What follows belongs to an exercise in optimizing a design on an open flow for small area, a short achievable clock period and few clock cycles per item; a production flow would make more cautious choices. In this exercise RTL edits were held to simulation tests only and were not proved equivalent to the original.

==> job 9567: inputs <==
## dual_wheel_incremental_pid_drive
module dual_wheel_incremental_pid_drive #(
	parameter int TICK_BITS = dwpid_pkg::TICK_BITS
) (
	input  logic                        clk,
	input  logic                        arst_n,
	input  logic                        psel,
	input  logic                        penable,
	input  logic                        pwrite,
	input  logic [4:0]                  paddr,
	input  logic [31:0]                 pwdata,
	output logic [31:0]                 prdata,
	output logic                        pready,
	input  logic                        in_valid,
	output logic                        in_stall,
	input  logic [2:0]                  cmd,
	input  logic signed [15:0]          speed,
	input  logic signed [TICK_BITS-1:0] left_ticks,
	input  logic signed [TICK_BITS-1:0] right_ticks,
	output logic                        out_valid,
	input  logic                        out_stall,
	output logic [15:0]                 left_duty,
	output logic [1:0]                  left_dir,
	output logic [15:0]                 right_duty,
	output logic [1:0]                  right_dir,
	output logic signed [15:0]          left_speed,
	output logic signed [15:0]          right_speed,
	output logic signed [31:0]          left_odometry,
	output logic signed [31:0]          right_odometry
);
==> flow/config.mk <==
export PLATFORM = sky130hd
export DESIGN_NAME = dual_wheel_incremental_pid_drive
export DESIGN_NICKNAME = dual_wheel_incremental_pid_drive
export VERILOG_FILES = /design/flow/design.v
export SDC_FILE = /design/flow/constraint.sdc
export NUM_CORES = 4
export LEC_CHECK = 0
export CAP_MARGIN = 20
export CORE_MARGIN = 2
export CORE_UTILIZATION = 55
export SETUP_SLACK_MARGIN = 5
export SLEW_MARGIN = 20
==> flow/constraint.sdc <==
create_clock -name core_clock -period 12.0 [get_ports {clk}]
set_input_delay 2.4000 -clock core_clock [delete_from_list [all_inputs] [get_ports {clk}]]
set_output_delay 2.4000 -clock core_clock [all_outputs]
set_load 0.01 [all_outputs]
run.sh (not shown) runs the stock make flow with config.mk's settings and CLKGATE_MAP_FILE= SYNTH_SCRIPT=/design/flow/synth_recipe.tcl, a recipe that flattens the netlist after the stock synthesis.
==> inputs of job 8978, as changes to job 9567 <==
--- a/flow/design.v
+++ b/flow/design.v
@@ -8181,13 +8181,14 @@
 	input  logic               adv,
 	input  logic               upd_pid,    
 	input  logic               upd_acc,    
 	input  logic               upd_out,    
 	input  logic               run6,
 	input  logic [15:0]        tk0,
-	input  logic signed [16:0] tgt0,
+	input  logic signed [15:0] spd1,       
+	input  logic               tneg0,      
 	input  logic [15:0]        scale,
 	input  logic [15:0]        kp,
 	input  logic [15:0]        ki,
 	input  logic [15:0]        kd,
 	input  logic [21:0]        hlim,
 	input  logic signed [22:0] nhlim,      
@@ -8209,29 +8210,31 @@
 		.k    (NEG ? scale : 16'd0),
 		.bias (dneg ? 8'd255 : 8'd0),
 		.y    (pq)
 	);
 	logic signed [25:0] pq1;
 	logic signed [15:0] meas2, meas3, meas4, meas5, meas6;
-	logic signed [16:0] tgt1;
+	logic               tneg1;
 	logic [15:0]        tk1, tk2, tk3, tk4, tk5, tk6;
 	logic signed [15:0] meas_c;
 	logic               eclip;
 	logic signed [16:0] e_c;
 	logic signed [17:0] d1_c;
 	logic signed [18:0] d2_c;
 	logic signed [18:0] x_c;
 	logic signed [16:0] e1_q;
 	logic signed [18:0] x1_q;      
 	assign meas_c = (pq1 > 26'sd32767) ? 16'sd32767 :
 	                (pq1 < -26'sd32768) ? -16'sd32768 : 16'(pq1);
-	assign eclip  = (tgt1 == 17'sd32768) && (meas_c == -16'sd32768);
-	assign e_c    = 17'(18'(tgt1) - 18'(meas_c) - 18'(eclip));
-	assign d1_c   = 18'(tgt1) - 18'(meas_c) - 18'(eclip) - 18'(e1_q);
-	assign d2_c   = 19'(tgt1) - 19'(meas_c) - 19'(eclip) - x1_q;
-	assign x_c    = (19'(tgt1) - 19'(meas_c) - 19'(eclip)) * 19'sd2 - 19'(e1_q);
+	logic signed [18:0] tx;
+	assign tx     = 19'(spd1) ^ {19{tneg1}};
+	assign eclip  = tneg1 && (spd1 == -16'sd32768) && (meas_c == -16'sd32768);
+	assign e_c    = 17'(tx + 19'(tneg1) - 19'(meas_c) - 19'(eclip));
+	assign d1_c   = 18'(tx + 19'(tneg1) - 19'(meas_c) - 19'(eclip) - 19'(e1_q));
+	assign d2_c   = tx + 19'(tneg1) - 19'(meas_c) - 19'(eclip) - x1_q;
+	assign x_c    = (tx + 19'(tneg1) - 19'(meas_c) - 19'(eclip)) * 19'sd2 - 19'(e1_q);
 	logic signed [16:0] e2;
 	logic signed [17:0] d12;
 	logic signed [18:0] d22;
 	logic [37:0] dr0_c, dr1_c;
 	dwpid_mul_pid u_pid (
 		.kp (kp), .ki (ki), .kd (kd), .d1 (d12), .e (e2), .d2 (d22),
@@ -8270,13 +8273,13 @@
 	dwpid_mul_rb u_rb (.a (pwm_mul), .b (oh6), .k (ra6), .y (q_c));
 	assign dir = (duty == 16'd0) ? dwpid_pkg::DIR_STOP :
 	             neg7 ? dwpid_pkg::DIR_BACKWARD : dwpid_pkg::DIR_FORWARD;
 	always_ff @(posedge clk) begin
 		if (adv) begin
 			pq1   <= pq;
-			tgt1  <= tgt0;
+			tneg1 <= tneg0;
 			tk1   <= tk0;
 			e2    <= e_c;
 			d12   <= d1_c;
 			d22   <= d2_c;
 			meas2 <= meas_c;
 			tk2   <= tk1;
@@ -8463,16 +8466,19 @@
 	always_ff @(posedge clk) begin
 		if (adv) begin
 			run_q <= {run_q[NST-2:1], run0};
 		end
 	end
 	assign out_valid = v_q[NST];
-	logic signed [16:0] spd, ltgt, rtgt;
-	assign spd  = 17'($signed(spd0));
-	assign ltgt = (cmd0 == dwpid_pkg::CMD_BACKWARD || cmd0 == dwpid_pkg::CMD_LEFT) ? -spd : spd;
-	assign rtgt = (cmd0 == dwpid_pkg::CMD_BACKWARD || cmd0 == dwpid_pkg::CMD_RIGHT) ? -spd : spd;
+	logic signed [15:0] spd1;
+	logic               lneg, rneg;
+	assign lneg = cmd0 == dwpid_pkg::CMD_BACKWARD || cmd0 == dwpid_pkg::CMD_LEFT;
+	assign rneg = cmd0 == dwpid_pkg::CMD_BACKWARD || cmd0 == dwpid_pkg::CMD_RIGHT;
+	always_ff @(posedge clk) begin
+		if (adv) spd1 <= spd0;
+	end
 	logic upd_pid, upd_acc, upd_out;
 	assign upd_pid = adv && v_q[1] && run_q[1];
 	assign upd_acc = adv && v_q[3] && run_q[3];
 	assign upd_out = adv && v_q[6];
 	dwpid_lane #(.NEG(1'b1)) u_left (
 		.clk     (clk),
@@ -8480,13 +8486,14 @@
 		.adv     (adv),
 		.upd_pid (upd_pid),
 		.upd_acc (upd_acc),
 		.upd_out (upd_out),
 		.run6    (run_q[6]),
 		.tk0     (lt0),
-		.tgt0    (ltgt),
+		.spd1    (spd1),
+		.tneg0   (lneg),
 		.scale   (cfg_q.velocity_scale),
 		.kp      (cfg_q.kp_centi),
 		.ki      (cfg_q.ki_centi),
 		.kd      (cfg_q.kd_centi),
 		.hlim    (hlim_q),
 		.nhlim   (nhlim_q),
@@ -8503,13 +8510,14 @@
 		.adv     (adv),
 		.upd_pid (upd_pid),
 		.upd_acc (upd_acc),
 		.upd_out (upd_out),
 		.run6    (run_q[6]),
 		.tk0     (rt0),
-		.tgt0    (rtgt),
+		.spd1    (spd1),
+		.tneg0   (rneg),
 		.scale   (cfg_q.velocity_scale),
 		.kp      (cfg_q.kp_centi),
 		.ki      (cfg_q.ki_centi),
 		.kd      (cfg_q.kd_centi),
 		.hlim    (hlim_q),
 		.nhlim   (nhlim_q),
==> flow/flow/run.sh (new file) <==
#!/bin/bash
set -o pipefail
export SETUP_SLACK_MARGIN=6.0
export TNS_END_PERCENT=5
bash standard.sh > standard.log 2>&1
==> flow/standard.sh (new file) <==
#!/bin/bash
# synth_recipe.tcl (not shown) runs the flow's synth.tcl, then flattens the netlist and writes it again
# the make line also repeats each setting of config.mk as NAME=value (left out here)
make -C /OpenROAD-flow-scripts/flow DESIGN_CONFIG=/design/flow/config.mk WORK_HOME=/design/flow/orfs CLKGATE_MAP_FILE= SYNTH_SCRIPT=/design/flow/synth_recipe.tcl "${@:-finish}"
--- a/flow/config.mk
+++ b/flow/config.mk
@@ -5,8 +5,7 @@
 export SDC_FILE = /design/flow/constraint.sdc
 export NUM_CORES = 4
 export LEC_CHECK = 0
 export CAP_MARGIN = 20
 export CORE_MARGIN = 2
 export CORE_UTILIZATION = 55
-export SETUP_SLACK_MARGIN = 5
 export SLEW_MARGIN = 20
removed: flow/run.sh
==> inputs of job 2037, as changes to job 9567 <==
--- a/flow/design.v
+++ b/flow/design.v
@@ -8181,13 +8181,14 @@
 	input  logic               adv,
 	input  logic               upd_pid,    
 	input  logic               upd_acc,    
 	input  logic               upd_out,    
 	input  logic               run6,
 	input  logic [15:0]        tk0,
-	input  logic signed [16:0] tgt0,
+	input  logic signed [15:0] spd1,       
+	input  logic               tneg0,      
 	input  logic [15:0]        scale,
 	input  logic [15:0]        kp,
 	input  logic [15:0]        ki,
 	input  logic [15:0]        kd,
 	input  logic [21:0]        hlim,
 	input  logic signed [22:0] nhlim,      
@@ -8209,29 +8210,31 @@
 		.k    (NEG ? scale : 16'd0),
 		.bias (dneg ? 8'd255 : 8'd0),
 		.y    (pq)
 	);
 	logic signed [25:0] pq1;
 	logic signed [15:0] meas2, meas3, meas4, meas5, meas6;
-	logic signed [16:0] tgt1;
+	logic               tneg1;
 	logic [15:0]        tk1, tk2, tk3, tk4, tk5, tk6;
 	logic signed [15:0] meas_c;
 	logic               eclip;
 	logic signed [16:0] e_c;
 	logic signed [17:0] d1_c;
 	logic signed [18:0] d2_c;
 	logic signed [18:0] x_c;
 	logic signed [16:0] e1_q;
 	logic signed [18:0] x1_q;      
 	assign meas_c = (pq1 > 26'sd32767) ? 16'sd32767 :
 	                (pq1 < -26'sd32768) ? -16'sd32768 : 16'(pq1);
-	assign eclip  = (tgt1 == 17'sd32768) && (meas_c == -16'sd32768);
-	assign e_c    = 17'(18'(tgt1) - 18'(meas_c) - 18'(eclip));
-	assign d1_c   = 18'(tgt1) - 18'(meas_c) - 18'(eclip) - 18'(e1_q);
-	assign d2_c   = 19'(tgt1) - 19'(meas_c) - 19'(eclip) - x1_q;
-	assign x_c    = (19'(tgt1) - 19'(meas_c) - 19'(eclip)) * 19'sd2 - 19'(e1_q);
+	logic signed [18:0] tx;
+	assign tx     = 19'(spd1) ^ {19{tneg1}};
+	assign eclip  = tneg1 && (spd1 == -16'sd32768) && (meas_c == -16'sd32768);
+	assign e_c    = 17'(tx + 19'(tneg1) - 19'(meas_c) - 19'(eclip));
+	assign d1_c   = 18'(tx + 19'(tneg1) - 19'(meas_c) - 19'(eclip) - 19'(e1_q));
+	assign d2_c   = tx + 19'(tneg1) - 19'(meas_c) - 19'(eclip) - x1_q;
+	assign x_c    = (tx + 19'(tneg1) - 19'(meas_c) - 19'(eclip)) * 19'sd2 - 19'(e1_q);
 	logic signed [16:0] e2;
 	logic signed [17:0] d12;
 	logic signed [18:0] d22;
 	logic [37:0] dr0_c, dr1_c;
 	dwpid_mul_pid u_pid (
 		.kp (kp), .ki (ki), .kd (kd), .d1 (d12), .e (e2), .d2 (d22),
@@ -8270,13 +8273,13 @@
 	dwpid_mul_rb u_rb (.a (pwm_mul), .b (oh6), .k (ra6), .y (q_c));
 	assign dir = (duty == 16'd0) ? dwpid_pkg::DIR_STOP :
 	             neg7 ? dwpid_pkg::DIR_BACKWARD : dwpid_pkg::DIR_FORWARD;
 	always_ff @(posedge clk) begin
 		if (adv) begin
 			pq1   <= pq;
-			tgt1  <= tgt0;
+			tneg1 <= tneg0;
 			tk1   <= tk0;
 			e2    <= e_c;
 			d12   <= d1_c;
 			d22   <= d2_c;
 			meas2 <= meas_c;
 			tk2   <= tk1;
@@ -8463,16 +8466,19 @@
 	always_ff @(posedge clk) begin
 		if (adv) begin
 			run_q <= {run_q[NST-2:1], run0};
 		end
 	end
 	assign out_valid = v_q[NST];
-	logic signed [16:0] spd, ltgt, rtgt;
-	assign spd  = 17'($signed(spd0));
-	assign ltgt = (cmd0 == dwpid_pkg::CMD_BACKWARD || cmd0 == dwpid_pkg::CMD_LEFT) ? -spd : spd;
-	assign rtgt = (cmd0 == dwpid_pkg::CMD_BACKWARD || cmd0 == dwpid_pkg::CMD_RIGHT) ? -spd : spd;
+	logic signed [15:0] spd1;
+	logic               lneg, rneg;
+	assign lneg = cmd0 == dwpid_pkg::CMD_BACKWARD || cmd0 == dwpid_pkg::CMD_LEFT;
+	assign rneg = cmd0 == dwpid_pkg::CMD_BACKWARD || cmd0 == dwpid_pkg::CMD_RIGHT;
+	always_ff @(posedge clk) begin
+		if (adv) spd1 <= spd0;
+	end
 	logic upd_pid, upd_acc, upd_out;
 	assign upd_pid = adv && v_q[1] && run_q[1];
 	assign upd_acc = adv && v_q[3] && run_q[3];
 	assign upd_out = adv && v_q[6];
 	dwpid_lane #(.NEG(1'b1)) u_left (
 		.clk     (clk),
@@ -8480,13 +8486,14 @@
 		.adv     (adv),
 		.upd_pid (upd_pid),
 		.upd_acc (upd_acc),
 		.upd_out (upd_out),
 		.run6    (run_q[6]),
 		.tk0     (lt0),
-		.tgt0    (ltgt),
+		.spd1    (spd1),
+		.tneg0   (lneg),
 		.scale   (cfg_q.velocity_scale),
 		.kp      (cfg_q.kp_centi),
 		.ki      (cfg_q.ki_centi),
 		.kd      (cfg_q.kd_centi),
 		.hlim    (hlim_q),
 		.nhlim   (nhlim_q),
@@ -8503,13 +8510,14 @@
 		.adv     (adv),
 		.upd_pid (upd_pid),
 		.upd_acc (upd_acc),
 		.upd_out (upd_out),
 		.run6    (run_q[6]),
 		.tk0     (rt0),
-		.tgt0    (rtgt),
+		.spd1    (spd1),
+		.tneg0   (rneg),
 		.scale   (cfg_q.velocity_scale),
 		.kp      (cfg_q.kp_centi),
 		.ki      (cfg_q.ki_centi),
 		.kd      (cfg_q.kd_centi),
 		.hlim    (hlim_q),
 		.nhlim   (nhlim_q),
==> results.txt <==
- Job 9567 produced a clean layout. Job 2037 finished with timing, DRC and antenna clean. Job 8978 produced a clean layout.
- Of job 9567 and job 2037, job 9567 has the higher via count (gap 2.3%, measured against job 2037).
- The lowest cell count belongs to job 2037, the highest to job 9567.
- In job 9567 the global-route usage is higher than in job 2037, by 1.3 points.
- Setup slack: job 2037 < job 9567 < job 8978.
- Against job 8978, the synthesized cell count of job 9567 is larger by 1.7%.
- Design area, lowest first: job 2037, job 9567, job 8978.
- Wire length, lowest first: job 2037, job 8978, job 9567.
==> figures <==
quantity	job 8978	job 2037	job 9567
Post-CTS Setup Repair Bufs	193	1	41
Average size of a mapped cell	10.4 um2	10.4 um2	10.3 um2
Final weighted congestion in routability-driven placement	0.914	0.914	0.938
Final core area utilization	61.2%	59.6%	60.0%
Result of the run	finished clean	finished clean	finished clean
Post-route cell area	0.188 mm2	0.184 mm2	0.187 mm2
CP peak stage delay	1130 ps	710 ps	820 ps
Layout buffering overhead excluding clock cells	4.00%	2.59%	3.00%
Met3 capacity usage during global routing	5.78%	5.29%	6.61%
Mux contribution to synthesized area	2.17%	2.17%	2.40%
Area share of the leading cell type in the synthesized netlist	34.6%	34.6%	34.0%
Post-synthesis compound-gate area fraction	6.74%	6.74%	6.55%
Placed cell count	20262	20262	20615
Multi-input combinational cell area	0.120 mm2	0.118 mm2	0.119 mm2
Pin count of the biggest net entering global routing	177	177	146
Cell with the largest stage delay on the worst path	sky130_fd_sc_hd__edfxtp_1	sky130_fd_sc_hd__o221a_2	sky130_fd_sc_hd__dfrtp_1
R2r setup slk	5580 ps	5170 ps	5190 ps
Testbench counts of job 9567, summed over its fixed seeds: cycles 2,112, items 2,048.
Testbench counts of job 8978, summed over its fixed seeds: cycles 2,112, items 2,048.
Testbench counts of job 2037, summed over its fixed seeds: cycles 2,112, items 2,048.

==> static timing again, ports no longer ideal <==
The flow's constraints put no driver on any port. The routed layouts listed below were extracted and timed again, unchanged, in two steps. Step 1 sets driving cells, clkbuf_16 on the clock port and buf_2 on the other inputs (assumed; they add their load-dependent delay and slew). Step 2 times the ports against the registers' clock, not the clock port: input delays grow and output delays shrink by t, the midpoint of the rising clock arrivals with the driver on. Three values: no drivers, after step 1, after step 2; two values: the first two.
run | t, ns | slack for setup (ns) | worst setup path after step 2
job 9567 | 0.956 | 5.192 / 5.192 / 5.192 | register to register
job 8978 | 0.966 | 5.581 / 5.581 / 5.581 | register to register
job 2037 | 0.968 | 5.174 / 5.174 / 5.174 | register to register
After both steps setup and hold are still met in every run listed.
